What follows belongs to an exercise in optimizing a design on an open flow for small area, a short achievable clock period and few clock cycles per item; a production flow would make more cautious choices.
Function was checked by simulation only, so behaviour that the tests miss may differ from the original.
Power is estimated from default activity; no workload was simulated.

v51:
Design direct_form_fir_convolver_unit, start of the top module:
module direct_form_fir_convolver_unit (
  input  wire logic                                clk_i,
  input  wire logic                                rst_ni,
  input  wire logic                                req_valid_i,
  output logic                                     req_ready_o,
  input  wire logic                                req_type_i,
  input  wire logic [dffc_pkg::CIDX_W-1:0]         req_coef_index_i,
  input  wire logic signed [dffc_pkg::COEF_W-1:0]  req_coef_value_i,
  input  wire logic signed [dffc_pkg::SMP_W-1:0]   req_sample_value_i,
  input  wire logic                                req_first_sample_i,
  output logic                                     res_valid_o,
  input  wire logic                                res_ready_i,
  output logic signed [dffc_pkg::SUM_W-1:0]        res_filtered_sum_o
);
  localparam int unsigned PW = dffc_pkg::PS_W;
  localparam int unsigned SW = dffc_pkg::SUM_W;
  localparam int unsigned ML = dffc_pkg::MAC_LAT;
  localparam int unsigned FD = dffc_pkg::FIFO_D;
  localparam int unsigned CR = dffc_pkg::CREDITS;
  logic          rst_q;
  logic          ready_q;
  logic          rq_vld_q;
  logic          rq_type_q;
  logic          rq_first_q;
  logic [5:0]    rq_idx_q;
  logic [15:0]   rq_cval_q;
  logic [15:0]   rq_sval_q;
  logic [CR:1]   owed_q;      
  logic          req_xfer, inc, dec;
  logic          out_v_q;
  assign req_ready_o = ready_q;
  assign req_xfer    = req_valid_i && ready_q;
  assign inc         = req_xfer && req_type_i;
  assign dec         = out_v_q && res_ready_i;
  ...
clock: 7.0 ns
lec_check: 0
abc_area: 1
cap_margin: 20
core_margin: 2
core_utilization: 55
cts_cluster_diameter: 100
cts_cluster_size: 15
place_density: 0.62
setup_slack_margin: 4.0
slew_margin: 20
tns_end_percent: 10
standard.sh (not shown) runs the stock make flow with config.mk's settings and CLKGATE_MAP_FILE= SYNTH_SCRIPT=/design/flow/synth_recipe.tcl, a recipe that flattens the netlist after the stock synthesis.
==> flow/flow/run.sh <==
#!/bin/bash
# Layout flow: the standard flow with three changes.
# 1. Yosys's early generic ABC pass is skipped (synth -noabc). That pass re-expresses
#    the adder tree's majority functions with inverted outputs, so extract_fa leaves an
#    inverter between most pairs of full adders. Registers and their names are unchanged.
# 2. Global routing reserves more of met1 and met2 (flow/fastroute.tcl), so that the
#    detailed router has room for pin access in the dense adder tree.
# 3. Every port still gets a buffer, but a plain buf_4 instead of the delay buffer that
#    buffer_ports picks by default.
set -e
set -o pipefail
export SYNTH_ARGS="-noabc"
export FASTROUTE_TCL="$PWD/flow/fastroute.tcl"
export BUFFER_PORTS_ARGS="-buffer_cell sky130_fd_sc_hd__buf_4"
bash standard.sh synth 2>&1 | tee synth.log > /dev/null
bash standard.sh finish 2>&1 | tee layout.log > /dev/null
==> flow/flow/fastroute.tcl <==
# global routing capacity: keep more of met1 and met2 free for pin access
set_global_routing_layer_adjustment met1 0.5
set_global_routing_layer_adjustment met2 0.3
set_global_routing_layer_adjustment met3-met5 0.2
set_routing_layers -clock met3-met5
set_routing_layers -signal met1-met5
v51 completed; timing, DRC and antenna clean
Testbench counts of v51, summed over its fixed seeds: cycles 2,112, items 768.
Edits applied to the flow inputs when going from v51 to v50:
# v51
export LEC_CHECK = 0
export ABC_AREA = 1
export CAP_MARGIN = 20
export CORE_MARGIN = 2
export CORE_UTILIZATION = 55
export CTS_CLUSTER_DIAMETER = 100
export CTS_CLUSTER_SIZE = 15
export PLACE_DENSITY = 0.62
export SETUP_SLACK_MARGIN = 4.0
export SLEW_MARGIN = 20
export TNS_END_PERCENT = 10
create_clock -name core_clock -period 7.0 [get_ports {clk_i}]
# v50
export LEC_CHECK = 0
export ABC_AREA = 1
export CAP_MARGIN = 20
export CORE_MARGIN = 2
export CORE_UTILIZATION = 45
export CTS_CLUSTER_DIAMETER = 100
export CTS_CLUSTER_SIZE = 15
export PLACE_DENSITY = 0.55
export SETUP_SLACK_MARGIN = 4.0
export SLEW_MARGIN = 20
export TNS_END_PERCENT = 10
create_clock -name core_clock -period 7.0 [get_ports {clk_i}]
Findings:
Diff v51 -> v50: post-layout utilization of the core now sits lower; worst setup slack higher; data-path buffer share of cell area in the final layout level; sum of internal, switching and leakage power went up by 0.43%.
Looking at worst setup path endpoint, the u_store.ha_q[32][3]$_DFF_P_ result is from v50; the u_mac.q1[95]$_DFF_P_ one comes from v51.
Of the two values seen for origin of the worst setup path, u_mac.q0[678]$_DFF_P_ was produced by v51 and rq_vld_q$_DFF_PN0_ by v50.
Run comparison: v50 most utilized layer in the global route result met1; v51 most utilized layer in the global route result met2
For v49, these inputs were changed with respect to v50:
# v50
export LEC_CHECK = 0
export ABC_AREA = 1
export CAP_MARGIN = 20
export CORE_MARGIN = 2
export CORE_UTILIZATION = 45
export CTS_CLUSTER_DIAMETER = 100
export CTS_CLUSTER_SIZE = 15
export PLACE_DENSITY = 0.55
export SETUP_SLACK_MARGIN = 4.0
export SLEW_MARGIN = 20
export TNS_END_PERCENT = 10
create_clock -name core_clock -period 7.0 [get_ports {clk_i}]
# v49
export LEC_CHECK = 0
export ABC_AREA = 1
export CAP_MARGIN = 20
export CORE_MARGIN = 2
export CORE_UTILIZATION = 62
export CTS_CLUSTER_DIAMETER = 100
export CTS_CLUSTER_SIZE = 15
export PLACE_DENSITY = 0.68
export SETUP_SLACK_MARGIN = 4.0
export SLEW_MARGIN = 20
export TNS_END_PERCENT = 10
create_clock -name core_clock -period 7.0 [get_ports {clk_i}]
### Flow results
- Diff v50 -> v49: sequential share of layout area went up 0.49 points, area of the core went down about 27%, post-placement setup slack went up 94 ps, detailed placement HPWL went down about 13%.
- The lower setup slack came out of v49.
- v50 consumes more power than v49.
- v49 vs. v50: multi-input gate share of the layout cell area rose by 0.59 points; layout buffering overhead excluding clock cells fell by 0.16 points.
- Of the two values seen for global routing's busiest layer, met1 was produced by v50 and met2 by v49.
- For the final instance area, v49 came in 1.3% lower than v50 did.
- Vertical extent of the die down about 15% in v49 wrt v50

-- afterwards: timing with drivers on the ports --
Ports are ideal in the flow. The routed layouts listed here were re-timed in OpenROAD. Step 1 assumes that a clkbuf_16 drives the clock port and a buf_2 every other input. Step 2, shift: input delay + t, output delay - t, t = (earliest + latest rising clock arrival at the registers) / 2. This alone moves slack from input paths to output paths. Slacks: no drivers / after step 1 / after step 2; pairs: no drivers / after step 1.
run	t, ns	setup slack, ns	cell pins on the clock port's net
v51	1.261	3.610 / 3.609 / 3.610	1
v50	1.263	3.625 / 3.564 / 3.625	1
v49	1.280	3.571 / 3.571 / 3.571	1
After both steps setup and hold are still met in every run listed.
